Source: an optimization exercise on an open RTL-to-GDS flow (aim: small area, a short achievable clock period and few clock cycles per item). Production flows keep margins and buffers that such runs may drop. Function was checked by simulation only, so behaviour that the tests miss may differ from the original.

$ cat flow/constraint.sdc
create_clock -name core_clock -period 12.0 [get_ports {clk_i}]
set_input_delay 2.4000 -clock core_clock [delete_from_list [all_inputs] [get_ports {clk_i}]]
set_output_delay 2.4000 -clock core_clock [all_outputs]
set_load 0.01 [all_outputs]
$ cat flow/run.sh
#!/bin/bash
# synth_recipe.tcl (not shown) runs the flow's synth.tcl, then flattens the netlist and writes it again
# the make line also repeats each setting of config.mk as NAME=value (left out here)
make -C /OpenROAD-flow-scripts/flow DESIGN_CONFIG=/design/flow/config.mk WORK_HOME=/design/flow/orfs CLKGATE_MAP_FILE= SYNTH_SCRIPT=/design/flow/synth_recipe.tcl finish
$ cat flow/design.v
package csu_pkg;
  localparam int unsigned PIX_W = 8;
  localparam int unsigned Q_W   = 6;
  localparam int unsigned C_W   = 27;    
  localparam int unsigned E_W   = 46;    
  localparam int unsigned OQ_D  = 7;     
  localparam int unsigned DV_S  = 5;     
endpackage
module csu_divider #(
  parameter int HI = 8,
  parameter int LO = 6
) (
  input  logic [25:0]      rem_i,
  input  logic [16:0]      m_i,
  output logic [25:0]      rem_o,
  output logic [HI-LO:0]   q_o
);
  always_comb begin
    logic [25:0] r;
    logic [18:0] t;
    r = rem_i;
    for (int i = 0; i <= HI - LO; i++) begin
      t = {1'b0, r[(HI-i)+:18]} - {2'b0, m_i};
      q_o[HI-LO-i] = !t[18];
      if (!t[18]) r[(HI-i)+:18] = t[17:0];
    end
    rem_o = r;
  end
endmodule
module csu_csa #(
  parameter int N = 3,
  parameter int W = 8
) (
  input  logic [N*W-1:0] rows_i,
  output logic [W-1:0]   s_o,
  output logic [W-1:0]   c_o
);
  localparam int G  = N / 3;
  localparam int R  = N % 3;
  localparam int N2 = 2 * G + R;
  if (N == 1) begin : g_one
    assign s_o = rows_i[W-1:0];
    assign c_o = '0;
  end else if (N == 2) begin : g_two
    assign s_o = rows_i[W-1:0];
    assign c_o = rows_i[2*W-1:W];
  end else begin : g_lvl
    logic [N2*W-1:0] nx;
    for (genvar t = 0; t < G; t++) begin : g_fa
      logic [W-1:0] x, y, z, cy;
      assign x  = rows_i[(3*t)*W +: W];
      assign y  = rows_i[(3*t+1)*W +: W];
      assign z  = rows_i[(3*t+2)*W +: W];
      assign cy = (x & y) | (x & z) | (y & z);
      assign nx[(2*t)*W +: W]   = x ^ y ^ z;
      assign nx[(2*t+1)*W +: W] = {cy[W-2:0], 1'b0};
    end
    for (genvar t = 0; t < R; t++) begin : g_pass
      assign nx[(2*G+t)*W +: W] = rows_i[(3*G+t)*W +: W];
    end
    csu_csa #(.N(N2), .W(W)) u_next (.rows_i(nx), .s_o(s_o), .c_o(c_o));
  end
endmodule
module csu_mul #(
  parameter int AW = 29,
  parameter int BW = 30,
  parameter int PW = 60,
  parameter int NA = 1                  
) (
  input  logic signed [AW-1:0] a_i,
  input  logic [BW-1:0]        b_i,
  input  logic [NA*PW-1:0]     add_i,
  output logic [PW-1:0]        s_o,
  output logic [PW-1:0]        c_o,
  output logic [PW-1:0]        p_o
);
  localparam int ND = (AW + 1) / 2;
  localparam int WB = BW + 1;           
  localparam int NR = ND + 2 + NA;
  function automatic logic [PW-1:0] sx_const();
    logic [PW-1:0] k;
    k = '0;
    for (int j = 0; j < ND; j++) begin
      if (2 * j + WB < PW) k = k - (PW'(1) << (2 * j + WB));
    end
    sx_const = k;
  endfunction
  logic [2*ND:0]    ax;
  logic [NR*PW-1:0] rows;
  logic [PW-1:0]    negrow;
  logic [PW-1:0]    s, c;
  assign ax = {{(2*ND+1-AW-1){a_i[AW-1]}}, a_i, 1'b0};
  for (genvar j = 0; j < ND; j++) begin : g_pp
    logic b2, b1, b0, one, two, neg;
    logic [WB-1:0] mag;
    logic [WB:0]   r;
    assign b0  = ax[2*j];
    assign b1  = ax[2*j+1];
    assign b2  = ax[2*j+2];
    assign one = b1 ^ b0;
    assign two = (b2 & !b1 & !b0) | (!b2 & b1 & b0);
    assign neg = b2;
    assign mag = one ? {1'b0, b_i} : two ? {b_i, 1'b0} : '0;
    assign r   = {!neg, neg ? ~mag : mag};
    assign rows[j*PW +: PW] = PW'({{PW{1'b0}}, r} << (2 * j));
    assign negrow[2*j] = neg;
    if (2 * j + 1 < PW) begin : g_gap
      assign negrow[2*j+1] = 1'b0;
    end
  end
  if (2 * ND < PW) begin : g_negtop
    assign negrow[PW-1:2*ND] = '0;
  end
  assign rows[ND*PW +: PW]     = negrow;
  assign rows[(ND+1)*PW +: PW] = sx_const();
  assign rows[(ND+2)*PW +: NA*PW] = add_i;
  csu_csa #(.N(NR), .W(PW)) u_tree (.rows_i(rows), .s_o(s), .c_o(c));
  assign s_o = s;
  assign c_o = c;
  assign p_o = s + c;
endmodule
module csu_div4 #(
  parameter int T = 0
) (
  input  logic [25:0] rem_i,
  input  logic [16:0] m_i,
  input  logic [18:0] m3_i,
  output logic [25:0] rem_o,
  output logic [1:0]  q_o
);
  logic [18:0] w;
  logic [19:0] t1, t2, t3;
  assign w  = rem_i[T +: 19];
  assign t1 = {1'b0, w} - {3'b0, m_i};
  assign t2 = {1'b0, w} - {2'b0, m_i, 1'b0};
  assign t3 = {1'b0, w} - {1'b0, m3_i};
  always_comb begin
    rem_o = rem_i;
    if (!t3[19]) begin
      q_o = 2'd3;
      rem_o[T +: 19] = t3[18:0];
    end else if (!t2[19]) begin
      q_o = 2'd2;
      rem_o[T +: 19] = t2[18:0];
    end else if (!t1[19]) begin
      q_o = 2'd1;
      rem_o[T +: 19] = t1[18:0];
    end else begin
      q_o = 2'd0;
    end
  end
endmodule
module csu_datapath (
  input  logic [4:0]         kf_i,      
  input  logic signed [26:0] cfwd_i,
  input  logic signed [26:0] cnext_i,
  output logic signed [26:0] c_o
);
  logic signed [42:0] c;
  logic [42:0] t1, t2, t3, t4, t5, s, cy, sum;
  logic [6*43-1:0] rows;
  logic k2, k3, kge2, kge3, kge4;
  assign c    = 43'(cnext_i);
  assign {k2, k3, kge2, kge3, kge4} = kf_i;
  assign t1 = c <<< 14;
  assign t2 = kge2 ? (c <<< 10) : '0;
  assign t3 = k2 ? (c <<< 6) : kge3 ? (c <<< 7) : '0;
  assign t4 = k2 ? (c <<< 2) : kge3 ? (c <<< 4) : '0;
  assign t5 = k3 ? (c <<< 1) : kge4 ? (c <<< 3) : '0;
  assign rows = {{cfwd_i, 16'd32772 | 16'(cnext_i[26])}, ~t1, ~t2, ~t3, ~t4, ~t5};
  csu_csa #(.N(6), .W(43)) u_tree (.rows_i(rows), .s_o(s), .c_o(cy));
  assign sum = s + cy;
  assign c_o = sum[42:16];
endmodule
module csu_fdmul (
  input  logic [28:0] m_i,
  input  logic [4:0]  cls_i,
  input  logic        nots_i,
  output logic [75:0] s_o,
  output logic [75:0] c_o
);
  localparam int W = 76;
  logic [1443:0] rows;
  function automatic logic [W-1:0] prow(input logic [28:0] m, input int p);
    logic [W-1:0] r;
    r = W'({!m[28], m[27:0]}) << p;
    prow = r;
  endfunction
  function automatic logic [W-1:0] nrow(input logic [28:0] m, input int p);
    logic [W-1:0] r;
    r = W'({m[28], ~m[27:0]}) << p;
    nrow = r;
  endfunction
  assign rows[0*W +: W] = (cls_i[0] ? prow(m_i, 45) : '0)
                         | (cls_i[1] ? prow(m_i, 45) : '0)
                         | (cls_i[2] ? prow(m_i, 45) : '0)
                         | (cls_i[3] ? prow(m_i, 45) : '0)
                         | (cls_i[4] ? prow(m_i, 45) : '0);
  assign rows[1*W +: W] = (cls_i[1] ? prow(m_i, 41) : '0)
                         | (cls_i[2] ? prow(m_i, 41) : '0)
                         | (cls_i[3] ? prow(m_i, 41) : '0)
                         | (cls_i[4] ? prow(m_i, 41) : '0);
  assign rows[2*W +: W] = (cls_i[1] ? prow(m_i, 37) : '0)
                         | (cls_i[2] ? prow(m_i, 38) : '0)
                         | (cls_i[3] ? prow(m_i, 38) : '0)
                         | (cls_i[4] ? prow(m_i, 38) : '0);
  assign rows[3*W +: W] = (cls_i[1] ? prow(m_i, 33) : '0)
                         | (cls_i[2] ? prow(m_i, 35) : '0)
                         | (cls_i[3] ? prow(m_i, 36) : '0)
                         | (cls_i[4] ? prow(m_i, 36) : '0);
  assign rows[4*W +: W] = (cls_i[1] ? prow(m_i, 29) : '0)
                         | (cls_i[2] ? prow(m_i, 32) : '0)
                         | (cls_i[3] ? nrow(m_i, 34) : '0)
                         | (cls_i[4] ? nrow(m_i, 34) : '0);
  assign rows[5*W +: W] = (cls_i[1] ? prow(m_i, 25) : '0)
                         | (cls_i[2] ? prow(m_i, 29) : '0)
                         | (cls_i[3] ? nrow(m_i, 28) : '0)
                         | (cls_i[4] ? prow(m_i, 29) : '0);
  assign rows[6*W +: W] = (cls_i[1] ? prow(m_i, 21) : '0)
                         | (cls_i[2] ? prow(m_i, 25) : '0)
                         | (cls_i[3] ? nrow(m_i, 24) : '0)
                         | (cls_i[4] ? prow(m_i, 27) : '0);
  assign rows[7*W +: W] = (cls_i[1] ? prow(m_i, 17) : '0)
                         | (cls_i[2] ? prow(m_i, 21) : '0)
                         | (cls_i[3] ? nrow(m_i, 22) : '0)
                         | (cls_i[4] ? nrow(m_i, 25) : '0);
  assign rows[8*W +: W] = (cls_i[1] ? prow(m_i, 13) : '0)
                         | (cls_i[2] ? nrow(m_i, 15) : '0)
                         | (cls_i[3] ? nrow(m_i, 20) : '0)
                         | (cls_i[4] ? nrow(m_i, 22) : '0);
  assign rows[9*W +: W] = (cls_i[1] ? prow(m_i, 9) : '0)
                         | (cls_i[2] ? nrow(m_i, 13) : '0)
                         | (cls_i[3] ? nrow(m_i, 18) : '0)
                         | (cls_i[4] ? prow(m_i, 20) : '0);
  assign rows[10*W +: W] = (cls_i[1] ? prow(m_i, 5) : '0)
                         | (cls_i[2] ? nrow(m_i, 11) : '0)
                         | (cls_i[3] ? prow(m_i, 16) : '0)
                         | (cls_i[4] ? prow(m_i, 15) : '0);
  assign rows[11*W +: W] = (cls_i[1] ? prow(m_i, 2) : '0)
                         | (cls_i[2] ? prow(m_i, 8) : '0)
                         | (cls_i[3] ? prow(m_i, 10) : '0)
                         | (cls_i[4] ? nrow(m_i, 12) : '0);
  assign rows[12*W +: W] = (cls_i[1] ? nrow(m_i, 0) : '0)
                         | (cls_i[2] ? nrow(m_i, 1) : '0)
                         | (cls_i[3] ? prow(m_i, 8) : '0)
                         | (cls_i[4] ? prow(m_i, 10) : '0);
  assign rows[13*W +: W] = (cls_i[3] ? prow(m_i, 0) : '0)
                         | (cls_i[4] ? prow(m_i, 8) : '0);
  assign rows[14*W +: W] = (cls_i[4] ? nrow(m_i, 6) : '0);
  assign rows[15*W +: W] = (cls_i[4] ? nrow(m_i, 4) : '0);
  assign rows[16*W +: W] = (cls_i[4] ? prow(m_i, 1) : '0);
  assign rows[17*W +: W] = (cls_i[0] ? 76'd66113130865728149258239 : '0) | (cls_i[1] ? 76'd65483482003690385187363 : '0) | (cls_i[2] ? 76'd65438518091094859710719 : '0) | (cls_i[3] ? 76'd65425911594651744273664 : '0) | (cls_i[4] ? 76'd65425799082705314415873 : '0);
  assign rows[18*W +: W] = {75'd0, nots_i};
  csu_csa #(.N(19), .W(W)) u_tree (.rows_i(rows), .s_o(s_o), .c_o(c_o));
endmodule
module csu_ctrl (
  input  logic [5:0]  qreg_i,
  output logic [5:0]  q_o,
  output logic [10:0] q2_o,
  output logic [16:0] m_o,
  output logic [18:0] m3_o
);
  logic [5:0] q;
  assign q   = (qreg_i == 6'd0) ? 6'd1 : (qreg_i > 6'd32) ? 6'd32 : qreg_i;
  assign q_o = q;
  always_comb begin
    q2_o = '0;
    m_o  = '0;
    m3_o = '0;
    for (int i = 1; i <= 32; i++) begin
      if (q == 6'(i)) begin
        q2_o = 11'(i * i);
        m_o  = 17'(3 * i * i * i);
        m3_o = 19'(9 * i * i * i);
      end
    end
  end
endmodule
module cubic_spline_temporal_upsampler_core #(
  parameter int unsigned MAX_SAMPLES = 64,
  parameter int unsigned FRAC_BITS   = 16
) (
  input  logic                       clk_i,
  input  logic                       rst_ni,
  input  logic                       in_valid_i,
  output logic                       in_ready_o,
  input  logic                       in_cmd_i,
  input  logic [csu_pkg::PIX_W-1:0]  in_sample_i,
  input  logic                       in_last_i,
  output logic                       out_valid_o,
  input  logic                       out_ready_i,
  output logic [csu_pkg::PIX_W-1:0]  out_pixel_o,
  output logic                       out_seg_end_o,
  output logic                       out_seq_end_o,
  output logic                       out_error_o,
  input  logic                       cfg_valid_i,
  output logic                       cfg_ready_o,
  input  logic [csu_pkg::Q_W-1:0]    cfg_q_i
);
  localparam int unsigned CW = csu_pkg::C_W;
  localparam int unsigned EW = csu_pkg::E_W;
  localparam int unsigned OD = csu_pkg::OQ_D;
  logic [7:0]          y_mem [64];
  logic [CW-1:0]       c_mem [62];      
  logic [5:0]  qreg_q;
  logic        cfg_d1_q;
  logic [5:0]  pq_q;
  logic [10:0] pq_q2;
  logic [16:0] pq_m;
  logic [18:0] pq_m3;
  logic [5:0]  qc;
  logic [10:0] qc2;
  logic [16:0] qm;
  logic [18:0] qm3;
  csu_ctrl u_q (.qreg_i(qreg_q), .q_o(qc), .q2_o(qc2), .m_o(qm), .m3_o(qm3));
  always_ff @(posedge clk_i or negedge rst_ni) begin
    if (!rst_ni) begin
      qreg_q   <= 6'd2;
      cfg_d1_q <= 1'b0;
    end else begin
      if (cfg_valid_i) qreg_q <= cfg_q_i;
      cfg_d1_q <= cfg_valid_i;
    end
  end
  always_ff @(posedge clk_i) begin
    pq_q  <= qc;
    pq_q2 <= qc2;
    pq_m  <= qm;
    pq_m3 <= qm3;
  end
  logic        req_full_q, req_cmd_q, req_last_q;
  logic [7:0]  req_smp_q;
  logic [6:0]  n_q;
  logic        solved_q;
  logic [5:0]  seg_q;
  logic [1:0]  fst_q;                  
  logic        fpx_q;                  
  logic [5:0]  fxk_q;                  
  logic signed [28:0] fm_q;            
  logic signed [11:0] fx_q;            
  logic [5:0]  fk_q;                   
  logic [7:0]  ya_q, yb_q;             
  logic signed [CW-1:0] negc_q, cprev_q;    
  logic        pend_q, bp_q;
  logic [5:0]  bk_q;
  logic signed [CW-1:0] cnext_q;
  logic [7:0]          rd_y_q;
  logic signed [CW-1:0] rd_c_q;
  logic        rd_v_q, pv_v_q, b_v_q;
  logic [6:0]  sp_ptr_q;
  logic        rd_last_q;
  logic [7:0]  pv_y_q;
  logic signed [CW-1:0] pv_c_q;
  logic signed [EW-1:0] b_d2_q;         
  logic signed [27:0] b_c_q;
  logic [7:0]  b_y0_q, b_y1_q;
  logic        b_fin_q;
  logic        e_run_q, e_byp_q, e_fin_q;
  logic [5:0]  e_cnt_q;
  logic        e_one_q;                
  logic signed [EW-1:0] e_num_q, e_d1_q, e_d2_q, e_d3_q;
  logic [7:0]  e_y0_q, e_ylast_q, e_bpix_q;
  logic [2:0]  e_bfl_q;                
  localparam int unsigned NS = csu_pkg::DV_S;
  logic [NS:1]        st_v_q, st_byp_q, st_neg_q, st_ovf_q;
  logic [4:1][25:0]   st_r_q;
  logic [NS:1][8:0]   st_qb_q;
  logic [NS:1][7:0]   st_y_q;           
  logic [NS:1][2:0]   st_fl_q;
  logic [10:0] oq_q [OD];
  logic [2:0]  oq_cnt_q;
  logic [2:0]  occ_q;
  logic credit, issue, xfer;
  logic eng_free, is_err, emit_ok, load_ok, consume, rdy, acc;
  logic c_load, c_emit, c_emit_ok_seg;
  logic [6:0] l_idx;
  logic       l_store, l_fwd;
  logic       flush, sp_act;
  logic       b_take, b_free, r_to_b, r_to_pv, r_free, rd_issue;
  logic       bp_start;
  logic       r_to_a, a_to_b, a_free;
  assign credit = occ_q < 3'(OD);
  assign xfer   = (oq_cnt_q != 3'd0) && out_ready_i;
  assign issue  = credit && (e_run_q || e_byp_q);
  assign eng_free = (!e_run_q && !e_byp_q) ||
                    (credit && ((e_run_q && e_one_q && !e_fin_q) || (!e_run_q && e_byp_q)));
  assign is_err   = !solved_q || n_q < 7'd2;
  assign emit_ok  = !pend_q && !bp_q && fst_q == 2'd0 && eng_free && (is_err || b_v_q);
  assign load_ok  = !pend_q && !bp_q && (fst_q == 2'd0 || fst_q == 2'd1);
  assign consume  = req_full_q && (req_cmd_q ? emit_ok : load_ok);
  assign rdy      = !req_full_q || consume;
  assign acc      = in_valid_i && rdy;
  assign c_load   = consume && !req_cmd_q;
  assign c_emit   = consume && req_cmd_q;
  assign c_emit_ok_seg = c_emit && !is_err;
  assign l_idx    = solved_q ? 7'd0 : n_q;
  assign l_store  = l_idx < 7'd64;
  assign l_fwd    = l_store && l_idx >= 7'd2;
  assign bp_start = pend_q && !bp_q && fst_q == 2'd0;
  always_ff @(posedge clk_i or negedge rst_ni) begin
    if (!rst_ni) begin
      req_full_q <= 1'b0;
    end else begin
      if (acc) req_full_q <= 1'b1;
      else if (consume) req_full_q <= 1'b0;
    end
  end
  always_ff @(posedge clk_i) begin
    if (acc) begin
      req_cmd_q  <= in_cmd_i;
      req_smp_q  <= in_sample_i;
      req_last_q <= in_last_i;
    end
  end
  always_ff @(posedge clk_i) begin
    if (c_load && l_store) y_mem[l_idx[5:0]] <= req_smp_q;
  end
  logic signed [28:0] f_m;
  logic               f_mneg;
  logic signed [11:0] f_df;
  logic [75:0]        fd_s, fd_c, mul_s_q, mul_c_q;
  logic [45:0]        su_s, su_c, su_p;
  logic [75:0]        f_sum, f_ns, f_nc, f_nsum;
  logic signed [CW-1:0] f_c;
  logic signed [28:0] f_mn;
  logic signed [28:0] a_a2_q;           
  logic signed [32:0] a_p1_q;           
  logic signed [27:0] a_c_q;            
  assign f_df = $signed({4'd0, ya_q}) - $signed({3'd0, yb_q, 1'b0}) + $signed({4'd0, req_smp_q});
  function automatic logic [4:0] kclass(input logic [5:0] k);
    kclass = {k >= 6'd5, k == 6'd4, k == 6'd3, k == 6'd2, k == 6'd1};
  endfunction
  logic [4:0] fcls_q;
  assign f_m    = fm_q;
  assign f_mneg = f_m[28] && (f_m != '1);
  csu_fdmul u_fdmul (.m_i(f_m), .cls_i(fcls_q), .nots_i(!f_mneg), .s_o(fd_s), .c_o(fd_c));
  csu_mul #(.AW(29), .BW(11), .PW(46), .NA(3)) u_mul (
    .a_i(a_a2_q), .b_i(pq_q2),
    .add_i({46'(a_p1_q) << 1, 46'(a_p1_q), 46'(a_c_q)}),
    .s_o(su_s), .c_o(su_c), .p_o(su_p));
  assign f_sum = mul_s_q + mul_c_q;
  assign f_c   = f_sum[73:47];
  csu_csa #(.N(3), .W(76)) u_fn (
    .rows_i({{fx_q[11], fx_q, 63'd0}, ~mul_s_q, ~mul_c_q}), .s_o(f_ns), .c_o(f_nc));
  assign f_nsum = f_ns + f_nc + 76'd1;
  assign f_mn   = f_nsum[75:47];
  always_ff @(posedge clk_i or negedge rst_ni) begin
    if (!rst_ni) begin
      fst_q <= 2'd0;
      fpx_q <= 1'b0;
    end else begin
      case (fst_q)
        2'd3:    fst_q <= 2'd1;
        2'd1:    fst_q <= 2'd2;
        2'd2:    fst_q <= fpx_q ? 2'd1 : 2'd0;
        default: fst_q <= (c_load && l_fwd) ? 2'd3 : 2'd0;
      endcase
      if (fst_q == 2'd2) fpx_q <= 1'b0;
      if (fst_q == 2'd1 && c_load && l_fwd) fpx_q <= 1'b1;
    end
  end
  always_ff @(posedge clk_i) begin
    if (c_load && l_store) begin
      yb_q <= req_smp_q;
      ya_q <= yb_q;
      if (l_idx < 7'd2) begin
        negc_q  <= '1;
        cprev_q <= '0;
      end
      if (l_fwd) begin
        fx_q  <= (f_df <<< 1) + f_df;
        fxk_q <= l_idx[5:0] - 6'd1;
      end
    end
    if (fst_q == 2'd1 || a_to_b) begin
      mul_s_q <= solved_q ? 76'(su_s) : fd_s;
      mul_c_q <= solved_q ? 76'(su_c) : fd_c;
    end
    if (fst_q == 2'd3) begin
      fm_q <= {fx_q[11], fx_q, 16'd0} + 29'(negc_q);
      fk_q <= fxk_q;
      fcls_q <= kclass(fxk_q);
    end
    if (fst_q == 2'd2) begin
      negc_q  <= ~f_c;
      cprev_q <= f_c;
      if (fpx_q) begin
        fm_q <= f_mn;
        fk_q <= fxk_q;
        fcls_q <= kclass(fxk_q);
      end
    end
  end
  logic signed [CW-1:0] b_cf;
  function automatic logic [4:0] kflags(input logic [5:0] k);
    kflags = {k == 6'd2, k == 6'd3, k >= 6'd2, k >= 6'd3, k >= 6'd4};
  endfunction
  logic [4:0] bkf_q;
  always_ff @(posedge clk_i) begin
    if (bp_start) bkf_q <= kflags(6'(n_q - 7'd3));
    else if (bp_q) bkf_q <= kflags(bk_q - 6'd1);
  end
  csu_datapath u_bs (.kf_i(bkf_q), .cfwd_i(rd_c_q), .cnext_i(cnext_q), .c_o(b_cf));
  logic                 cw_en_q;
  logic [5:0]           cw_a_q;
  logic signed [CW-1:0] cw_d_q;
  always_ff @(posedge clk_i or negedge rst_ni) begin
    if (!rst_ni) cw_en_q <= 1'b0;
    else         cw_en_q <= (fst_q == 2'd2) || bp_q;
  end
  always_ff @(posedge clk_i) begin
    cw_a_q <= (fst_q == 2'd2) ? fk_q - 6'd1 : bk_q - 6'd1;
    cw_d_q <= (fst_q == 2'd2) ? f_c : b_cf;
    if (cw_en_q) c_mem[cw_a_q] <= cw_d_q;
  end
  logic [5:0] c_ri, sp_ri_q, bp_ri_q;
  logic       c_rz, sp_rz_q;
  logic [6:0] sp_ptr_d;
  always_comb begin
    if (bp_start) begin
      c_ri = 6'(n_q - 7'd4);
      c_rz = 1'b0;
    end else if (bp_q) begin
      c_ri = bp_ri_q;
      c_rz = 1'b0;
    end else begin
      c_ri = sp_ri_q;
      c_rz = sp_rz_q;
    end
  end
  always_ff @(posedge clk_i) begin
    if (rd_issue) rd_y_q <= y_mem[sp_ptr_q[5:0]];
    if (rd_issue || bp_start || bp_q) rd_c_q <= c_rz ? '0 : c_mem[c_ri];
    sp_ri_q <= 6'(sp_ptr_d) - 6'd1;
    sp_rz_q <= (sp_ptr_d == 7'd0) || (sp_ptr_d == n_q - 7'd1);
    if (bp_start) bp_ri_q <= 6'(n_q - 7'd5);
    else if (bp_q) bp_ri_q <= bp_ri_q - 6'd1;
  end
  logic       a_v_q, a_fin_q;
  logic [7:0] a_y0_q, a_y1_q;
  assign flush    = cfg_valid_i || cfg_d1_q;
  assign sp_act   = solved_q && !flush;
  assign b_take   = c_emit_ok_seg;
  assign b_free   = !b_v_q || b_take;
  assign a_to_b   = a_v_q && b_free;
  assign a_free   = !a_v_q || a_to_b;
  assign r_to_a   = rd_v_q && pv_v_q && a_free;
  assign r_to_pv  = rd_v_q && !pv_v_q;
  assign r_free   = !rd_v_q || r_to_a || r_to_pv;
  assign rd_issue = sp_act && !bp_q && r_free && (sp_ptr_q < n_q);
  logic signed [28:0] s_a2;
  logic signed [8:0]  s_dy;
  logic signed [32:0] s_p1;
  logic [EW*4-1:0] e_l2_rows;
  logic [EW-1:0]   e_l2_s, e_l2_c;
  assign e_l2_rows = {EW'(a_p1_q) <<< 2, EW'(a_p1_q) <<< 1, EW'(a_c_q) <<< 2, EW'(a_c_q) <<< 1};
  csu_csa #(.N(4), .W(EW)) u_l2 (.rows_i(e_l2_rows), .s_o(e_l2_s), .c_o(e_l2_c));
  logic [33*6-1:0]    s_p1_rows;
  logic [32:0]        s_p1_s, s_p1_c;
  logic [29*4-1:0]    s_a2_rows;
  logic [28:0]        s_a2_s, s_a2_c;
  assign s_dy = $signed({1'b0, rd_y_q}) - $signed({1'b0, pv_y_q});
  assign s_a2_rows = {29'(s_dy) <<< 17, 29'(s_dy) <<< 16,
                      ~(29'(pv_c_q) <<< 1), ~(29'(rd_c_q))};
  csu_csa #(.N(4), .W(29)) u_a2 (.rows_i(s_a2_rows), .s_o(s_a2_s), .c_o(s_a2_c));
  assign s_a2 = s_a2_s + s_a2_c + 29'd2;
  for (genvar j = 0; j < 6; j++) begin : g_p1
    assign s_p1_rows[j*33 +: 33] = pq_q[j] ? (33'(pv_c_q) <<< j) : 33'd0;
  end
  csu_csa #(.N(6), .W(33)) u_p1 (.rows_i(s_p1_rows), .s_o(s_p1_s), .c_o(s_p1_c));
  assign s_p1 = s_p1_s + s_p1_c;
  always_comb begin
    if (!sp_act) sp_ptr_d = 7'(seg_q);
    else if (rd_issue) sp_ptr_d = sp_ptr_q + 7'd1;
    else sp_ptr_d = sp_ptr_q;
  end
  always_ff @(posedge clk_i or negedge rst_ni) begin
    if (!rst_ni) begin
      rd_v_q   <= 1'b0;
      pv_v_q   <= 1'b0;
      a_v_q    <= 1'b0;
      b_v_q    <= 1'b0;
      sp_ptr_q <= '0;
    end else if (!sp_act) begin
      rd_v_q   <= 1'b0;
      pv_v_q   <= 1'b0;
      a_v_q    <= 1'b0;
      b_v_q    <= 1'b0;
      sp_ptr_q <= 7'(seg_q);
    end else begin
      if (rd_issue) begin
        rd_v_q   <= 1'b1;
        sp_ptr_q <= sp_ptr_q + 7'd1;
      end else if (r_to_a || r_to_pv) begin
        rd_v_q <= 1'b0;
      end
      if (r_to_pv) pv_v_q <= 1'b1;
      if (r_to_a) a_v_q <= 1'b1;
      else if (a_to_b) a_v_q <= 1'b0;
      if (a_to_b) b_v_q <= 1'b1;
      else if (b_take) b_v_q <= 1'b0;
    end
  end
  always_ff @(posedge clk_i) begin
    if (rd_issue) rd_last_q <= sp_ptr_q == n_q - 7'd1;
    if (r_to_pv || r_to_a) begin
      pv_y_q <= rd_y_q;
      pv_c_q <= rd_c_q;
    end
    if (r_to_a) begin
      a_a2_q  <= s_a2;
      a_p1_q  <= s_p1;
      a_c_q   <= 28'(rd_c_q) - 28'(pv_c_q);
      a_y0_q  <= pv_y_q;
      a_y1_q  <= rd_y_q;
      a_fin_q <= rd_last_q;
    end
    if (a_to_b) begin
      b_d2_q  <= e_l2_s + e_l2_c;
      b_c_q   <= a_c_q;
      b_y0_q  <= a_y0_q;
      b_y1_q  <= a_y1_q;
      b_fin_q <= a_fin_q;
    end
  end
  always_ff @(posedge clk_i or negedge rst_ni) begin
    if (!rst_ni) begin
      n_q      <= '0;
      solved_q <= 1'b0;
      seg_q    <= '0;
      pend_q   <= 1'b0;
      bp_q     <= 1'b0;
      bk_q     <= '0;
    end else begin
      if (c_load) begin
        if (solved_q) begin
          solved_q <= 1'b0;
          seg_q    <= '0;
        end
        n_q <= l_store ? l_idx + 7'd1 : l_idx;
        if (req_last_q) pend_q <= 1'b1;
      end
      if (c_emit) begin
        if (is_err) begin
          if (solved_q) begin
            solved_q <= 1'b0;
            n_q      <= '0;
            seg_q    <= '0;
          end
        end else if (b_fin_q) begin
          solved_q <= 1'b0;
          n_q      <= '0;
          seg_q    <= '0;
        end else begin
          seg_q <= seg_q + 6'd1;
        end
      end
      if (bp_start) begin
        if (n_q >= 7'd4) begin
          bp_q <= 1'b1;
          bk_q <= 6'(n_q - 7'd3);
        end else begin
          pend_q   <= 1'b0;
          solved_q <= 1'b1;
          seg_q    <= '0;
        end
      end
      if (bp_q) begin
        if (bk_q == 6'd1) begin
          bp_q     <= 1'b0;
          pend_q   <= 1'b0;
          solved_q <= 1'b1;
          seg_q    <= '0;
        end else begin
          bk_q <= bk_q - 6'd1;
        end
      end
    end
  end
  always_ff @(posedge clk_i) begin
    if (bp_start) cnext_q <= cprev_q;
    else if (bp_q) cnext_q <= b_cf;
  end
  always_ff @(posedge clk_i or negedge rst_ni) begin
    if (!rst_ni) begin
      e_run_q <= 1'b0;
      e_byp_q <= 1'b0;
      e_cnt_q <= '0;
      e_one_q <= 1'b0;
      e_fin_q <= 1'b0;
    end else begin
      if (issue) begin
        if (e_run_q) begin
          e_cnt_q <= e_cnt_q - 6'd1;
          e_one_q <= e_cnt_q == 6'd2;
          if (e_one_q) begin
            e_run_q <= 1'b0;
            if (e_fin_q) e_byp_q <= 1'b1;
          end
        end else begin
          e_byp_q <= 1'b0;
        end
      end
      if (c_emit) begin
        if (is_err) begin
          e_byp_q <= 1'b1;
        end else begin
          e_run_q <= 1'b1;
          e_cnt_q <= pq_q;
          e_one_q <= pq_q == 6'd1;
          e_fin_q <= b_fin_q;
        end
      end
    end
  end
  always_ff @(posedge clk_i) begin
    if (issue && e_run_q) begin
      e_num_q <= e_num_q + e_d1_q;
      e_d1_q  <= e_d1_q + e_d2_q;
      e_d2_q  <= e_d2_q + e_d3_q;
      if (e_one_q && e_fin_q) begin
        e_bpix_q <= e_ylast_q;
        e_bfl_q  <= 3'b110;
      end
    end
    if (c_emit) begin
      if (is_err) begin
        e_bpix_q <= 8'd0;
        e_bfl_q  <= 3'b101;
      end else begin
        e_num_q   <= (EW'(pq_m) << 24) + (EW'(pq_m) << 15);
        e_d1_q    <= mul_s_q[EW-1:0] + mul_c_q[EW-1:0];
        e_d2_q    <= b_d2_q;
        e_d3_q    <= (EW'(b_c_q) <<< 2) + (EW'(b_c_q) <<< 1);
        e_y0_q    <= b_y0_q;
        e_ylast_q <= b_y1_q;
      end
    end
  end
  logic signed [29:0] i_n;
  logic        i_neg, i_big;
  logic [18:0] i_ov;
  logic [25:0] r8, r6, r4, r2, r0;
  logic [0:0]  q8;
  logic [1:0]  q6, q4, q2, q0;
  logic [8:0]  fin_qq;
  logic signed [10:0] fin_v;
  logic [7:0]  fin_pix;
  logic [10:0] fin_item;
  assign i_n   = e_num_q[EW-1:16];
  assign i_neg = i_n[29];
  assign i_ov  = {1'b0, i_n[26:9]} - {2'b0, pq_m};
  assign i_big = !i_n[29] && ((i_n[28:27] != 2'b00) || !i_ov[18]);
  csu_divider #(.HI(8), .LO(8)) u_d8 (.rem_i(i_n[25:0]), .m_i(pq_m), .rem_o(r8), .q_o(q8));
  csu_div4 #(.T(6)) u_d6 (.rem_i(st_r_q[1]), .m_i(pq_m), .m3_i(pq_m3), .rem_o(r6), .q_o(q6));
  csu_div4 #(.T(4)) u_d4 (.rem_i(st_r_q[2]), .m_i(pq_m), .m3_i(pq_m3), .rem_o(r4), .q_o(q4));
  csu_div4 #(.T(2)) u_d2 (.rem_i(st_r_q[3]), .m_i(pq_m), .m3_i(pq_m3), .rem_o(r2), .q_o(q2));
  csu_div4 #(.T(0)) u_d0 (.rem_i(st_r_q[4]), .m_i(pq_m), .m3_i(pq_m3), .rem_o(r0), .q_o(q0));
  assign fin_qq  = st_qb_q[NS];
  assign fin_v   = $signed({3'd0, st_y_q[NS]}) + $signed({2'b0, fin_qq}) - 11'sd256;
  assign fin_pix = st_byp_q[NS] ? st_y_q[NS] :
                   (st_neg_q[NS] || (!st_ovf_q[NS] && fin_v < 0)) ? 8'd0 :
                   (st_ovf_q[NS] || fin_v > 11'sd255) ? 8'd255 : fin_v[7:0];
  assign fin_item = {fin_pix, st_fl_q[NS]};
  always_ff @(posedge clk_i or negedge rst_ni) begin
    if (!rst_ni) begin
      st_v_q <= '0;
    end else begin
      st_v_q <= {st_v_q[NS-1:1], issue};
    end
  end
  always_ff @(posedge clk_i) begin
    if (issue) begin
      st_byp_q[1] <= !e_run_q;
      st_neg_q[1] <= i_neg;
      st_ovf_q[1] <= i_big;
      st_r_q[1]   <= r8;
      st_qb_q[1]  <= {8'd0, q8};
      st_y_q[1]   <= e_run_q ? e_y0_q : e_bpix_q;
      st_fl_q[1]  <= e_run_q ? {e_one_q && !e_fin_q, 2'b00} : e_bfl_q;
    end
    for (int i = 2; i <= int'(NS); i++) begin
      st_byp_q[i] <= st_byp_q[i-1];
      st_neg_q[i] <= st_neg_q[i-1];
      st_ovf_q[i] <= st_ovf_q[i-1];
      st_y_q[i]   <= st_y_q[i-1];
      st_fl_q[i]  <= st_fl_q[i-1];
    end
    st_r_q[2]  <= r6;
    st_qb_q[2] <= {st_qb_q[1][6:0], q6};
    st_r_q[3]  <= r4;
    st_qb_q[3] <= {st_qb_q[2][6:0], q4};
    st_r_q[4]  <= r2;
    st_qb_q[4] <= {st_qb_q[3][6:0], q2};
    st_qb_q[5] <= {st_qb_q[4][6:0], q0};
  end
  always_ff @(posedge clk_i or negedge rst_ni) begin
    if (!rst_ni) begin
      oq_cnt_q <= '0;
      occ_q    <= '0;
    end else begin
      oq_cnt_q <= oq_cnt_q + 3'(st_v_q[NS]) - 3'(xfer);
      occ_q    <= occ_q + 3'(issue) - 3'(xfer);
    end
  end
  always_ff @(posedge clk_i) begin
    for (int e = 0; e < int'(OD); e++) begin
      if (st_v_q[NS] && (3'(e) == oq_cnt_q - 3'(xfer))) oq_q[e] <= fin_item;
      else if (xfer && e < int'(OD) - 1) oq_q[e] <= oq_q[e+1];
    end
  end
  assign in_ready_o    = rdy;
  assign cfg_ready_o   = 1'b1;
  assign out_valid_o   = oq_cnt_q != 3'd0;
  assign out_pixel_o   = oq_q[0][10:3];
  assign out_seg_end_o = oq_q[0][2];
  assign out_seq_end_o = oq_q[0][1];
  assign out_error_o   = oq_q[0][0];
endmodule
$ cat flow/config.mk
export PLATFORM = sky130hd
export DESIGN_NAME = cubic_spline_temporal_upsampler_core
export DESIGN_NICKNAME = cubic_spline_temporal_upsampler_core
export VERILOG_FILES = /design/flow/design.v
export SDC_FILE = /design/flow/constraint.sdc
export NUM_CORES = 4
export LEC_CHECK = 0
export CAP_MARGIN = 20
export CORE_MARGIN = 2
export CORE_UTILIZATION = 30
export SETUP_SLACK_MARGIN = 5
export SLEW_MARGIN = 20
==> run summary, run 1 <==
* WL met1 at approximately 250000 µm
* Hold wc startpoint: st_qb_q[11]$_DFF_P_
* Startpoint Class: register
* Total die area at 688000 µm²
* Final WL at 601000 µm
* Vias per cell at 5.10
* Crit-path max cell delay at ~0.6 ns
* DRT Pass-1 Iters at 6
* Final hold violations at 0
* Fillers at 67128
* Via Count at 133363
* Pins Over Slew Limit at 0
* Detailed-route wire length per cell at 23.0 µm
* Vias in the first global route at 133821
* Commonest non-fill, non-tap cell in the layout: edfxtp_1
* Die width at 830 µm
* All-Layer GR Usage at 16.9%
* Post-Synth XOR/XNOR Area at 2.68%
* Antenna violations before repair at 27
* Proportion of layout cells with a drive suffix above 1 at 9.89%
* Syn nets at 19396
* RSZ-0062 raised after global routing: false
* Adder-Cell Fraction of Synth Area at about a fifth
* Worst min-delay path class: register to register
* CTS Buf Count at around 360
* # DRC at 0
* Post-DP HPWL at around 430000 µm
* Most frequent cells in the layout: edfxtp_1 (2904), inv_1 (1958), nand2_1 (1578)
* Postcts setup bufs at 0
* Synth Area in Compound Gates at 9.59%
* Mux cell area share after synthesis at 7.30%
* Ys async rst share at 1.95%
* Post-synth EDFFs at 2904
* Starting DRT DRC Count at 12289
* Arr. time, crit path at 4.37 ns
* Outcome: complete, no violations
* Simple-Gate Fraction of Synth Area at 9.05%
* Post-synthesis sequential area ratio at a little under half
* Initial Utilization at 30.1%
* Library cells used by synthesis at 106
* Worst-path fanout max at 13
* Crit-path slowest cell: dfrtp_1
* Reg-to-Reg Start: fcls_q[1]$_DFF_P_
* Synthesized cell area at 205000 µm²
* Met3 Routed Length at about 42000 µm
* Synth Area per Inst at roughly 12 µm²
* Final RePlAce weighted congestion at ~0.96
* Top-level port count at 35
* Tcrit/Tclk final at 56.4%
* Critical setup path kind: register to primary output
* Setup crit end kind: primary output
* H-Tree Depth at 5
* WL met2 at 283000 µm
* CTS max path bufs at 4
* Root Driver: clkbuf_16
* Nets at between 15000 and 20000
* Site row count at 303
* Ys Warns at 10
* CTS tree: yes
* Port-buffer cells at 33
* Primary FF master, synth: edfxtp_1
* Critical Path Source: n_q[2]$_DFF_PN0_
* Clock sink total at 3389
* Final setup viols at 0
* Clock Pin Slew Worst Setup and Hold Paths at 0.06 ns
* MaxCap Viol Count at 0
* Synth Instances at 16952
* Setup Skew at 0.142 ns
* Antenna viol nets, final at 0
* GRT overflow at 0
* Setup TNS at 0 ns
* Core area at 680000 µm²
* Minimum clock period at between 6 and 7 ns
* CP Cell Sequence: nor3_2, and3_1, nand2b_1, o21ai_0, a2111oi_1, nand2b_2, clkdlybuf4s50_1
* Area growth syn-to-layout at 11.2%
* Relative slew slack at a little under a quarter
* WP data required at 9.60 ns
* Max Clk Rate at 148 MHz
* Die Y-Extent at 830 µm
* Clk latency of the worst-skew pair at 1.05 ns
* First-pass GRT wire length at 886000 µm
* Hold buffer count at cts at 0
* Uppermost layer routed: met5
* Post-synthesis register bit count at 3389
* Largest family of logic cells by synthesized area: adder cells
* Slew of the pin with the lowest slew margin at 1.15 ns
* Largest net degree at the start of global routing at 103
-- worst paths after layout --
check                                   endpoint  slack [ns]  depth (start not counted)
max                                   in_ready_o        5.23                          7
min                          st_qb_q[22]$_DFF_P_        0.31                          0
max reg2reg                mul_s_q[45]$_DFFE_PP_        5.38                         14
min reg2reg                  st_qb_q[22]$_DFF_P_        0.31                          0
max in group asynchronous  sp_ptr_q[1]$_DFF_PN0_        9.37                          2
min in group asynchronous  qreg_q[5]$_DFFE_PN0P_        1.46                          1
-- through the flow --
step	cell area, µm²	worst slack [ns]	util, %	std cells	hold slack, ns
floorplan	205000	5.53	-	16952	0.310
global route	227000	5.07	33.4	26133	0.317
global placement	216000	5.50	31.7	25481	0.310
CTS	227000	5.08	33.4	26127	0.312
finish	227000	5.23	33.4	26142	0.313
detailed placement	216000	5.43	31.7	25483	0.312
-- registers in the layout (all words and copies together), names as in the netlist, 28 cells and up --
register	cells
b_c_q	28
b_d2_q	45
a_p1_q	33
oq_q	77
mul_s_q	76
c_mem	1674
y_mem	512
e_d1_q	46
mul_c_q	74
fm_q	29
st_y_q	40
a_a2_q	29
a_c_q	28
st_r_q	57
e_num_q	46
e_d3_q	30
e_d2_q	45
-- worst max-delay path: cells and delay by family (launching register included) --
kind                   cells  cell delay (ns)
AOI/OAI and AO/OA          2             0.71
and+or+nand+nor            4             1.50
buffers and inverters      1             0.59
DFF                        1             0.59
-- final cells by class --
type / count / area (µm²) / area share [%]
Antenna cell: 13 / 32.5 / 0.0143
Clock buffer: 437 / 9470 / 4.16
Clock inverter: 207 / 1980 / 0.870
Inverter: 1968 / 7390 / 3.25
Multi-Input combinational cell: 10859 / 97600 / 42.9
Sequential cell: 3389 / 97300 / 42.8
Tap cell: 8997 / 11300 / 4.95
Timing Repair Buffer: 272 / 2370 / 1.04
-- synthesized netlist by cell type (207+ instances only) --
library cell / count / area (µm²)
dfxtp_1: 419 / 8390
nand2_1: 1580 / 5930
o21ai_0: 584 / 2920
a21oi_1: 964 / 4820
fa_1: 1091 / 21800
ha_1: 1332 / 16700
inv_1: 1959 / 7350
a21o_1: 325 / 2440
and2_1: 240 / 1500
nor2_1: 869 / 3260
mux4_2: 573 / 12900
xnor2_1: 421 / 3690
nor2b_1: 208 / 1300
edfxtp_1: 2904 / 87200
a211oi_1: 207 / 1550
clkbuf_1: 570 / 2140
-- layer usage --
layer	global-route usage, %	vias to the layer above
li1	-	60108
met1	22.7	67727
met2	28.0	4574
met3	2.72	948
met4	5.37	6
met5	0	-
-- timing repair --
item / in CTS / in global routing
setup endpoints to repair: 1 / 1
endpoints found under the hold margin: 0 / 0
gates resized for setup: 1 / 1
-- cell families after synthesis --
logic type / Yosys count
buf+inv: 2704
other cells: 1
fa+ha+maj: 2423
simple gates: 3964
compound gates: 3086
mux: 759
flops: 3389
xor+xnor: 626
Testbench counts, summed over its fixed seeds: cycles 9,307, items 5,529.
==> inputs of run 2 (changes only) <==
==> flow/flow/run.sh (new file) <==
#!/bin/bash
# The standard layout, with ORFS's timing repair aiming 6.5 ns below the
# clock period instead of 5 ns. Everything else is the standard flow.
set -euo pipefail
export SETUP_SLACK_MARGIN=6.5
bash standard.sh > flow_standard.log 2>&1
==> flow/standard.sh (new file) <==
#!/bin/bash
# synth_recipe.tcl (not shown) runs the flow's synth.tcl, then flattens the netlist and writes it again
# the make line also repeats each setting of config.mk as NAME=value (left out here)
make -C /OpenROAD-flow-scripts/flow DESIGN_CONFIG=/design/flow/config.mk WORK_HOME=/design/flow/orfs CLKGATE_MAP_FILE= SYNTH_SCRIPT=/design/flow/synth_recipe.tcl "${@:-finish}"
--- a/flow/config.mk
+++ b/flow/config.mk
@@ -9,4 +9,3 @@
 export CORE_MARGIN = 2
 export CORE_UTILIZATION = 30
-export SETUP_SLACK_MARGIN = 5
 export SLEW_MARGIN = 20
removed: flow/run.sh
==> run summary, run 2 <==
* Commonest cells in the synthesized netlist: edfxtp_1 (2904), inv_1 (1959), nand2_1 (1580)
* # DRC at 0 (unchanged)
* RSZ-0062 raised after global routing: true
* Worst Path Buf+Inv at 5 (+4)
* CTS Buf Count at 352 (-0.85%)
* Detailed-route wire length per cell at 22.7 µm (-1.2%)
* Worst-path fanout max at 6 (-7)
* Final setup viols at 0 (unchanged)
* Post-synthesis register bit count at 3389 (unchanged)
* Top-level port count at 35 (unchanged)
* H-Tree Depth at 5 (unchanged)
* Slew of the pin with the lowest slew margin at 1.11 ns (-0.0374 ns)
* Total die area at 688000 µm² (unchanged)
* Setup Skew at 0.135 ns (-0.00625 ns)
* Largest net degree at the start of global routing at 114 (+11%)
* Initial Utilization at 30.1% (unchanged)
* Final RePlAce weighted congestion at 0.956 (-0.41%)
* Most common cell on crit path: fa_1
* Post-synthesis sequential area ratio at 47.5% (unchanged)
* Starting DRT DRC Count at 13001 (+5.8%)
* Post-synth EDFFs at 2904 (unchanged)
* Clock sink total at 3389 (unchanged)
* CTS max path bufs at 4 (unchanged)
* Final hold violations at 0 (unchanged)
* Post-route cell area at 231000 µm² (+1.4%)
* Vias in the first global route at 134782 (+0.72%)
* Cell with the most instances after synthesis: edfxtp_1
* Area share of the largest cell type after synthesis at 42.6% (unchanged)
* Startpoint Class: register
* Biggest area consumer among synthesized cells: edfxtp_1
* Most frequent cells in the layout: edfxtp_1 (2904), inv_1 (1944), nand2_1 (1546)
* Root Driver: clkbuf_16
* Antenna viol nets, final at 0 (unchanged)
* GRT overflow at 0 (unchanged)
* Vias per cell at 5.12 (+0.41%)
* Crit-path slowest cell: fa_1
* Most flops, register: c_mem
* Ys Warns at 10 (unchanged)
* Placed Cells at 25496 (+0.051%)
* Library cells used by synthesis at 106 (unchanged)
* Clk latency of the worst-skew pair at 1.01 ns (-0.04 ns)
* Setup crit end kind: register
* Minimum clock period at 5.53 ns (-1.24 ns)
* Synth Area per Inst at 12.1 µm² (unchanged)
* Crit-path max cell delay at 0.52 ns (-0.07 ns)
* Max Clk Rate at 181 MHz (+22%)
* Max reg flops at 1674 (unchanged)
* MaxCap Viol Count at 0 (unchanged)
* Post-DP HPWL at 419000 µm (-2.0%)
* Setup TNS at 0 ns (unchanged)
* Die Y-Extent at 830 µm (unchanged)
* Die width at 830 µm (unchanged)
* DRT Pass-1 Iters at 7 (+1)
* Port-buffer cells at 33 (unchanged)
* Relative slew slack at 25.9% (+2.7 points)
* Via Count at 134890 (+1.1%)
* First-pass GRT wire length at 883000 µm (-0.36%)
* Synth Instances at 16952 (unchanged)
* Final WL at 598000 µm (-0.47%)
* Commonest non-fill, non-tap cell in the layout: edfxtp_1
* Worst min-delay path class: register to register
* Clock Pin Slew Worst Setup and Hold Paths at 0.06 ns (about the same)
* Pins Over Slew Limit at 0 (unchanged)
* Synthesized cell area at 205000 µm² (unchanged)
* CP Cell Sequence: buf_12, nor2b_4, buf_6, buf_16, a22oi_1, fa_1, fa_1, inv_1, fa_1, inv_1, ha_4, a21oi_1, nand2_1, a221o_1, a31oi_4, o211ai_1, o211ai_1, o31ai_2, o41a_1, a21oi_2, xnor2_2, o21ai_1
* Critical setup path kind: register to register
* Antenna violations before repair at 34 (+26%)
* Arr. time, crit path at 6.20 ns (+1.83 ns)
* Core area at 680000 µm² (unchanged)
* Site row count at 303 (unchanged)
* Proportion of layout cells with a drive suffix above 1 at 12.2% (+2.3 points)
* CP top delay family: compound AO/OA/AOI/OAI gates
* Post-Place Cell Area at 216000 µm² (about the same)
* Nets at 19482 (+1.0%)
* Non-filler cells, final at 26334 (+0.73%)
* All-Layer GR Usage at 16.8% (-0.15 points)
* Syn nets at 19396 (unchanged)
* WP data required at 12.66 ns (+3.06 ns)
* Primary FF master, synth: edfxtp_1
* Ys async rst share at 1.95% (unchanged)
* Outcome: complete, no violations
* Tcrit/Tclk final at 46.1% (-10 points)
* Top post-synthesis cells by area: edfxtp_1 (43%), fa_1 (11%), ha_1 (8.1%)
* CTS tree: yes
* Area growth syn-to-layout at 12.8%
==> run 2: timing repair <==
action / 4_1_cts / 5_1_grt
gates cloned: 8 / 10
endpoints found under the hold margin: 0 / 0
pin swaps: 27 / 91
hold buffers: 0 / 0
gates resized for setup: 172 / 301
endpoints found under the setup margin: 246 / 146
buffers inserted: 71 / 96
==> run 2: final timing paths <==
| path | from | depth (start not counted) | slack, ns | to |
|---|---|---|---|---|
| max in group asynchronous | rst_ni | 2 | 9.10 | sp_ptr_q[0]$_DFF_PN0_ |
| setup reg to reg | bkf_q[4]$_DFFE_PP_ | 22 | 6.47 | cnext_q[26]$_DFFE_PP_ |
| hold / removal | r4[2]$_DFF_P_ | 0 | 0.32 | st_r_q[54]$_DFF_P_ |
| setup / recovery | bkf_q[4]$_DFFE_PP_ | 22 | 6.47 | cnext_q[26]$_DFFE_PP_ |
| min in group asynchronous | rst_ni | 1 | 1.45 | qreg_q[3]$_DFFE_PN0P_ |
| hold reg to reg | r4[2]$_DFF_P_ | 0 | 0.32 | st_r_q[54]$_DFF_P_ |
==> run 2: layout make-up <==
| class | count | area [µm²] |
|---|---|---|
| Fill cell | 66904 | 449000 |
| Multi-Input combinational cell | 10861 | 98900 |
| Sequential cell | 3389 | 97300 |
| Tap cell | 8997 | 11300 |
| Clock buffer | 443 | 9340 |
| Inverter | 1968 | 7410 |
| Timing Repair Buffer | 465 | 4460 |
| Clock inverter | 202 | 1920 |
| Antenna cell | 8 | 20.0 |
| Timing Repair inverter | 1 | 8.76 |
==> run 2: kinds of logic (layout without fill, tap and decap cells) <==
group / count (synthesis) / in the layout / synth area share [%]
compound gates: 3086 / 3087 / 9.59
simple gates: 3964 / 3965 / 9.05
flops: 3389 / 3389 / 47.5
buf+inv: 2704 / 3079 / 5.00
fa+ha+maj: 2423 / 2423 / 18.8
mux: 759 / 759 / 7.30
xor+xnor: 626 / 626 / 2.68
other cells: 1 / 9 / 0.00183
==> run 2: worst reg2reg max path, stage by stage, from the launching register on <==
cell and delay, ns:
edfxtp_1 0.44, buf_12 0.16, nor2b_4 0.21, buf_6 0.15, buf_16 0.11, a22oi_1 0.09
fa_1 0.52, fa_1 0.49, inv_1 0.05, fa_1 0.47, inv_1 0.06, ha_4 0.24
a21oi_1 0.13, nand2_1 0.06, a221o_1 0.43, a31oi_4 0.29, o211ai_1 0.19, o211ai_1 0.20
o31ai_2 0.15, o41a_1 0.37, a21oi_2 0.20, xnor2_2 0.14, o21ai_1 0.09
==> run 2: through the flow <==
stage / utilization, % / hold WS (ns) / worst slack [ns]
detailed placement: 31.7 / 0.312 / 5.66
global placement: 31.7 / 0.311 / 5.60
finish: 33.9 / 0.322 / 6.47
floorplan: - / 0.310 / 5.53
CTS: 33.6 / 0.324 / 6.30
global route: 33.9 / 0.329 / 6.17
==> run 2: layer usage <==
layer	vias to the layer above	wire, µm	track usage [%]
met5	-	44	0
met4	8	22900	5.43
met3	974	44100	2.52
met2	4983	276000	27.3
met1	68350	255000	23.0
li1	60575	-	-
==> inputs of run 3 (changes only) <==
--- a/flow/design.v
+++ b/flow/design.v
@@ -397,5 +397,5 @@
   assign l_store  = l_idx < 7'd64;
   assign l_fwd    = l_store && l_idx >= 7'd2;
-  assign bp_start = pend_q && !bp_q && fst_q == 2'd0;
+  assign bp_start = pend_q && !bp_q && (fst_q == 2'd0 || (fst_q == 2'd2 && !fpx_q));
   always_ff @(posedge clk_i or negedge rst_ni) begin
     if (!rst_ni) begin
@@ -679,5 +679,5 @@
   end
   always_ff @(posedge clk_i) begin
-    if (bp_start) cnext_q <= cprev_q;
+    if (bp_start) cnext_q <= (fst_q == 2'd2) ? f_c : cprev_q;
     else if (bp_q) cnext_q <= b_cf;
   end
==> run summary, run 3 <==
* Hold EP: st_byp_q[5]$_DFF_P_
* Final setup viols at 0 (unchanged)
* R2r setup slk at 6.29 ns (-0.18 ns)
* Slew of the pin with the lowest slew margin at 1.09 ns (-0.0271 ns)
* Vias per cell at 5.11 (-0.21%)
* Antenna violations before repair at 27 (-21%)
* # DRC at 0 (unchanged)
* Max reg flops at 1674 (unchanged)
* Syn nets at 19466 (+0.36%)
* Setup crit end kind: register
* Post-DP HPWL at 424000 µm (+1.3%)
* Biggest area consumer among synthesized cells: edfxtp_1
* Critical setup path kind: register to register
* Reg-to-reg endpoint: cnext_q[26]$_DFFE_PP_
* Hold wc startpoint: st_byp_q[4]$_DFF_P_
* Post-route cell area at 231000 µm² (about the same)
* Outcome: complete, no violations
* Detailed-route wire length per cell at 22.8 µm (+0.47%)
* Synthesized cell area at 205000 µm² (+0.15%)
* Reg-to-Reg Start: bkf_q[4]$_DFFE_PP_
* Die width at 830 µm (about the same)
* Final RePlAce weighted congestion at 0.952 (-0.44%)
* Worst-path fanout max at 6 (unchanged)
* Root Driver: clkbuf_16
* Final hold violations at 0 (unchanged)
* Port-buffer cells at 33 (unchanged)
* Post-Place Cell Area at 216000 µm² (+0.15%)
* Max Clk Rate at 175 MHz (-3.1%)
* Nets at 19540 (+0.30%)
* Commonest cells in the synthesized netlist: edfxtp_1 (2904), inv_1 (1988), nand2_1 (1615)
* Via Count at 134953 (+0.047%)
* GR Layer Usage met3 at 2.47% (-0.041 points)
* Commonest non-fill, non-tap cell in the layout: edfxtp_1
* CTS tree: yes
* Top-level port count at 35 (unchanged)
* Post-synthesis register bit count at 3389 (unchanged)
* Starting DRT DRC Count at 13318 (+2.4%)
* Clock sink total at 3389 (unchanged)
* Area share of the largest cell type after synthesis at 42.6% (-0.065 points)
* Post-synthesis sequential area ratio at 47.5% (-0.072 points)
* Worst hold stages at 0 (unchanged)
* MaxCap Viol Count at 0 (unchanged)
* Vias in the first global route at 135059 (+0.21%)
* Arr. time, crit path at 6.42 ns (+0.22 ns)
* Total die area at 689000 µm² (+0.15%)
* Global-route track usage on met1 at 22.7% (-0.29 points)
* Startpoint Class: register
* Fillers at 66640 (-0.39%)
* RSZ-0062 raised after global routing: true
* Met2 Usage GRT at 27.7% (+0.39 points)
* Largest net degree at the start of global routing at 177 (+55%)
* Gr busiest metal: met2
* Ys async rst share at 1.95% (unchanged)
* R2R depth at 23 (+4.5%)
* Top post-synthesis cells by area: edfxtp_1 (43%), fa_1 (11%), ha_1 (8.1%)
* Proportion of layout cells with a drive suffix above 1 at 12.1% (-0.091 points)
* Most flops, register: c_mem
* Clock Pin Slew Worst Setup and Hold Paths at 0.06 ns (about the same)
* Clk latency of the worst-skew pair at 1.02 ns (about the same)
* Primary FF master, synth: edfxtp_1
* CTS Buf Count at 351 (-0.28%)
* Cell with the most instances after synthesis: edfxtp_1
* Site row count at 303 (unchanged)
* Core area at 681000 µm² (about the same)
* GRT overflow at 0 (unchanged)
* Ys Warns at 10 (unchanged)
* Library cells used by synthesis at 104 (-1.9%)
* Minimum clock period at 5.71 ns (+0.176 ns)
* Antenna viol nets, final at 0 (unchanged)
* Tcrit/Tclk final at 47.6% (+1.5 points)
* Initial Utilization at 30.1% (about the same)
* Die Y-Extent at 830 µm (about the same)
* H-Tree Depth at 5 (unchanged)
* Pins Over Slew Limit at 0 (unchanged)
* Post-synth EDFFs at 2904 (unchanged)
* Most frequent cells in the layout: edfxtp_1 (2904), inv_1 (1979), nand2_1 (1582)
* Area growth syn-to-layout at 12.7%
* First-pass GRT wire length at 888000 µm (+0.56%)
* CTS max path bufs at 4 (unchanged)
* DRT Pass-1 Iters at 8 (+1)
* Setup Skew at 0.100 ns (-0.0350 ns)
* All-Layer GR Usage at 16.9% (+0.12 points)
* Worst min-delay path class: register to register
* WP data required at 12.71 ns (+0.05 ns)
* Relative slew slack at 26.9% (+1.0 points)
* Synth Area per Inst at 12.0 µm² (-0.26%)
* Final WL at 602000 µm (+0.73%)
* Setup TNS at 0 ns (unchanged)
* Synth Instances at 17022 (+0.41%)
[run 3: changes by cell type in the layout (fill, tap and decap cells not counted), sizes merged, moves of 18 or more]
cell	change
inv	+24
nand2b	-20
nand2	+35
a211o	+24
o21bai	-23
a21oi	-51
a21o	-56
nand3	+69
a211oi	-18
bufinv	+23
[run 3: repair_timing]
item / 4_1_cts / 5_1_grt
hold buffers: 0 / 0
gates cloned: 3 / 8
endpoints found under the setup margin: 186 / 136
pin swaps: 9 / 61
resized for setup: 105 / 266
setup buffers: 53 / 90
[run 3: final cells by class]
| cell class | count | area [µm²] | share of cell area [%] |
|---|---|---|---|
| antenna | 10 | 25.0 | 0.0108 |
| clock buffer | 427 | 9310 | 4.03 |
| clock inverter | 224 | 2570 | 1.11 |
| inverter | 1999 | 7560 | 3.27 |
| multi-input combinational | 10897 | 98600 | 42.7 |
| sequential | 3389 | 97300 | 42.2 |
| tap | 8997 | 11300 | 4.88 |
| timing repair buffer | 458 | 4090 | 1.77 |
[run 3: worst max path at each step]
stage                              end  slack [ns]           startpoint  depth (start not counted)
4_1_cts        rd_c_q[1]$_SDFFCE_PP0P_        6.38   fst_q[0]$_DFF_PN0_                         11
6_report         cnext_q[26]$_DFFE_PP_        6.29   bkf_q[4]$_DFFE_PP_                         23
3_5_place_dp     cnext_q[26]$_DFFE_PP_        5.41   bkf_q[4]$_DFFE_PP_                         22
3_3_place_gp     cnext_q[26]$_DFFE_PP_        5.41   bkf_q[4]$_DFFE_PP_                         22
5_1_grt          cnext_q[26]$_DFFE_PP_        6.13   bkf_q[4]$_DFFE_PP_                         25
2_1_floorplan    mul_s_q[29]$_DFFE_PP_        6.52  pq_q2[0]$_SDFF_PP0_                         16
[run 3: per-stage QoR]
| stage | setup slack [ns] | util, % | hold WS, ns | std cells |
|---|---|---|---|---|
| global route | 6.13 | 33.9 | 0.332 | 26391 |
| global placement | 5.41 | 31.8 | 0.312 | 25586 |
| finish | 6.29 | 33.9 | 0.322 | 26401 |
| floorplan | 6.52 | - | 0.310 | 17022 |
| detailed placement | 5.41 | 31.8 | 0.312 | 25586 |
| CTS | 6.38 | 33.6 | 0.322 | 26293 |
[run 3: layer usage]
| metal | vias to the layer above | part of all wire, % |
|---|---|---|
| li1 | 60823 | - |
| met1 | 68381 | 42 |
| met2 | 4707 | 47 |
| met3 | 1032 | 7.0 |
| met4 | 10 | 4.4 |
| met5 | - | 0.016 |
[run 3: worst max-delay path: stages, from the launching register on]
cell and delay (ns):
edfxtp_1 0.45, buf_12 0.16, nor2b_4 0.14, buf_4 0.14, clkbuf_16 0.13, a22oi_1 0.08, fa_1 0.54, inv_1 0.05
fa_1 0.48, inv_1 0.05, fa_1 0.49, ha_4 0.32, nand3_4 0.09, nor2_4 0.13, nand4_1 0.25, a41oi_4 0.39
nand4bb_4 0.17, a211o_1 0.38, a41oi_4 0.28, nand3_2 0.13, a21oi_2 0.20, a21oi_2 0.10, xnor2_2 0.23, a22oi_2 0.08
[run 3: cells by family after synthesis]
group,after synthesis,share of synthesized area (%)
AO/OA/AOI/OAI,3009,9.40
XOR/XNOR,603,2.58
adder cells (fa/ha/maj),2423,18.8
buffers and inverters,2737,5.04
flip-flops,3389,47.5
multiplexers,792,7.46
other,1,0.00183
AND/OR/NAND/NOR,4068,9.24
Testbench counts of run 3, summed over its fixed seeds: cycles 9,275, items 5,529.
==> inputs of run 4 (changes only) <==
==> flow/flow/run.sh (replaced) <==
#!/bin/bash
# The standard layout, with ORFS's timing repair aiming 7 ns below the
# clock period instead of 5 ns. Everything else is the standard flow.
set -euo pipefail
export SETUP_SLACK_MARGIN=7
bash standard.sh > flow_standard.log 2>&1
==> run summary, run 4 <==
* Synthesized cell area at 205000 µm² (unchanged)
* Non-filler cells, final at 26678 (+1.0%)
* Commonest non-fill, non-tap cell in the layout: edfxtp_1
* Setup crit end kind: register
* Final WL at 626000 µm (+3.9%)
* Reg-to-reg endpoint: cnext_q[24]$_DFFE_PP_
* Relative slew slack at 11.8% (-15 points)
* WP data required at 12.75 ns (+0.04 ns)
* Largest net degree at the start of global routing at 157 (-11%)
* CTS max path bufs at 4 (unchanged)
* CTS Buf Count at 349 (-0.57%)
* Top post-synthesis cells by area: edfxtp_1 (43%), fa_1 (11%), ha_1 (8.1%)
* Pins Over Slew Limit at 0 (unchanged)
* Vias in the first global route at 137882 (+2.1%)
* Largest family of logic cells by synthesized area: adder cells
* Worst min-delay path class: register to register
* Crit path to: cnext_q[24]$_DFFE_PP_
* Root Driver: clkbuf_16
* Post-Place Cell Area at 216000 µm² (about the same)
* Die Y-Extent at 830 µm (unchanged)
* CTS tree: yes
* CP top delay family: adder cells
* MaxCap Viol Count at 0 (unchanged)
* Simple-Gate Fraction of Synth Area at 9.24% (unchanged)
* Setup Skew at 0.119 ns (+0.0183 ns)
* Cell with the most instances after synthesis: edfxtp_1
* First-pass GRT wire length at 908000 µm (+2.3%)
* Proportion of layout cells with a drive suffix above 1 at 16.8% (+4.7 points)
* Die width at 830 µm (unchanged)
* Hold buffer count at cts at 0 (unchanged)
* Tcrit/Tclk final at 46.6% (-0.95 points)
* Primary FF master, synth: edfxtp_1
* Library cells used by synthesis at 104 (unchanged)
* Most frequent cells in the layout: edfxtp_1 (2904), inv_1 (1888), nand2_1 (1497)
* DRT Pass-1 Iters at 7 (-1)
* Adder-Cell Fraction of Synth Area at 18.8% (unchanged)
* Critical setup path kind: register to register
* Ys Warns at 10 (unchanged)
* Arr. time, crit path at 6.35 ns (-0.07 ns)
* Max Clk Rate at 179 MHz (+2.0%)
* Final RePlAce weighted congestion at 0.987 (+3.7%)
* Clk latency of the worst-skew pair at 1.02 ns (about the same)
* Crit-path slowest cell: fa_1
* Outcome: complete, no violations
* Hold wc startpoint: st_qb_q[33]$_DFF_P_
* Worst-path fanout max at 23 (+17)
* Site row count at 303 (unchanged)
* Synth Instances at 17022 (unchanged)
* Clock sink total at 3389 (unchanged)
* Total die area at 689000 µm² (unchanged)
* Via Count at 138010 (+2.3%)
* Final hold violations at 0 (unchanged)
* Commonest cells in the synthesized netlist: edfxtp_1 (2904), inv_1 (1988), nand2_1 (1615)
* Post-Synth XOR/XNOR Area at 2.58% (unchanged)
* Ys async rst share at 1.95% (unchanged)
* Port-buffer cells at 33 (unchanged)
* H-Tree Depth at 5 (unchanged)
* Initial Utilization at 30.1% (unchanged)
* Worst Path Buf+Inv at 6 (+1)
* Reg-to-Reg Start: bkf_q[4]$_DFFE_PP_
* Max reg flops at 1674 (unchanged)
* Area growth syn-to-layout at 15.8%
* Synth Area per Inst at 12.0 µm² (unchanged)
* Vias per cell at 5.17 (+1.2%)
* Detailed-route wire length per cell at 23.5 µm (+2.9%)
* R2r setup slk at 6.40 ns (+0.11 ns)
* Top-level port count at 35 (unchanged)
* Dpl ws at 5.39 ns (-0.0223 ns)
[run 4: cell counts after synthesis]
Identical to the previous run, type by type.
[run 4: stage by stage]
| step | util [%] | hold slack, ns |
|---|---|---|
| finish | 34.8 | 0.303 |
| global route | 34.8 | 0.318 |
| CTS | 34.3 | 0.306 |
| detailed placement | 31.8 | 0.312 |
| global placement | 31.8 | 0.312 |
| floorplan | - | 0.310 |
[run 4: metal layers]
layer	part of all wire [%]	GRT usage [%]	wire (µm)	up-vias
li1	-	-	-	61383
met4	4.7	6.49	29600	18
met2	47	28.5	292000	5665
met3	7.8	2.86	48900	1342
met5	0.018	0	115	-
met1	41	23.0	256000	69602
[run 4: cell type report]
type | instances | area, µm² | share of cell area [%]
flip-flops and latches | 3389 | 97400 | 41.1
well taps | 8997 | 11300 | 4.75
inverters | 1999 | 7590 | 3.20
multi-input cells | 10899 | 102000 | 42.8
repair inverters | 1 | 8.76 | 0.00369
repair buffers | 738 | 7620 | 3.21
clock inverters | 212 | 2340 | 0.986
diodes | 12 | 30.0 | 0.0127
clock buffers | 431 | 9340 | 3.94
[run 4: timing repair]
action / in CTS / in global routing
buffers inserted: 249 / 156
cloned: 23 / 15
endpoints found under the setup margin: 261 / 267
resized for setup: 680 / 588
pin swaps: 150 / 245
[run 4: kinds of logic (layout without fill, tap and decap cells)]
group                    Yosys count  in the layout
AO/OA/AOI/OAI                   3009           3011
XOR/XNOR                         603            603
adder cells (fa/ha/maj)         2423           2423
buffers and inverters           2737           3381
flip-flops                      3389           3389
multiplexers                     792            792
other                              1             13
AND/OR/NAND/NOR                 4068           4069
[run 4: how the worst min path moves through the flow]
stage          cells past startpoint                   to  slack, ns
3_3_place_gp                       0  st_neg_q[5]$_DFF_P_       0.31
6_report                           0  st_qb_q[44]$_DFF_P_       0.30
4_1_cts                            0  st_neg_q[3]$_DFF_P_       0.31
3_5_place_dp                       0   st_y_q[32]$_DFF_P_       0.31
5_1_grt                            0  st_neg_q[3]$_DFF_P_       0.32
2_1_floorplan                      0        r2[0]$_DFF_P_       0.31

## port drivers added, routing unchanged
In the flow no input, the clock included, has a driving cell. The finished layouts below were timed again as built, in two steps.
Step 1 sets driving cells, clkbuf_16 on the clock port and buf_2 on the other inputs (assumed; they add their load-dependent delay and slew).
Step 2 times the ports against the registers' clock, not the clock port: input delays grow and output delays shrink by t, the midpoint of the rising clock arrivals with the driver on.
Slacks: no drivers / after step 1 / after step 2; pairs: no drivers / after step 1.
run | t (ns) | setup WS [ns] | worst register clock-pin slew, ns
run 1 | 1.103 | 5.226 / 5.100 / 5.377 | 0.09 / 0.09
run 2 | 1.078 | 6.466 / 6.466 / 5.756 | 0.09 / 0.09
run 3 | 1.079 | 6.290 / 6.290 / 5.923 | 0.07 / 0.07
run 4 | 1.075 | 6.403 / 6.403 / 6.169 | 0.08 / 0.08
After both steps setup and hold are still met in every run listed. The setup slack of run 2, which loses most, moves by 0.000 ns with the drivers and by -0.710 ns with both steps.
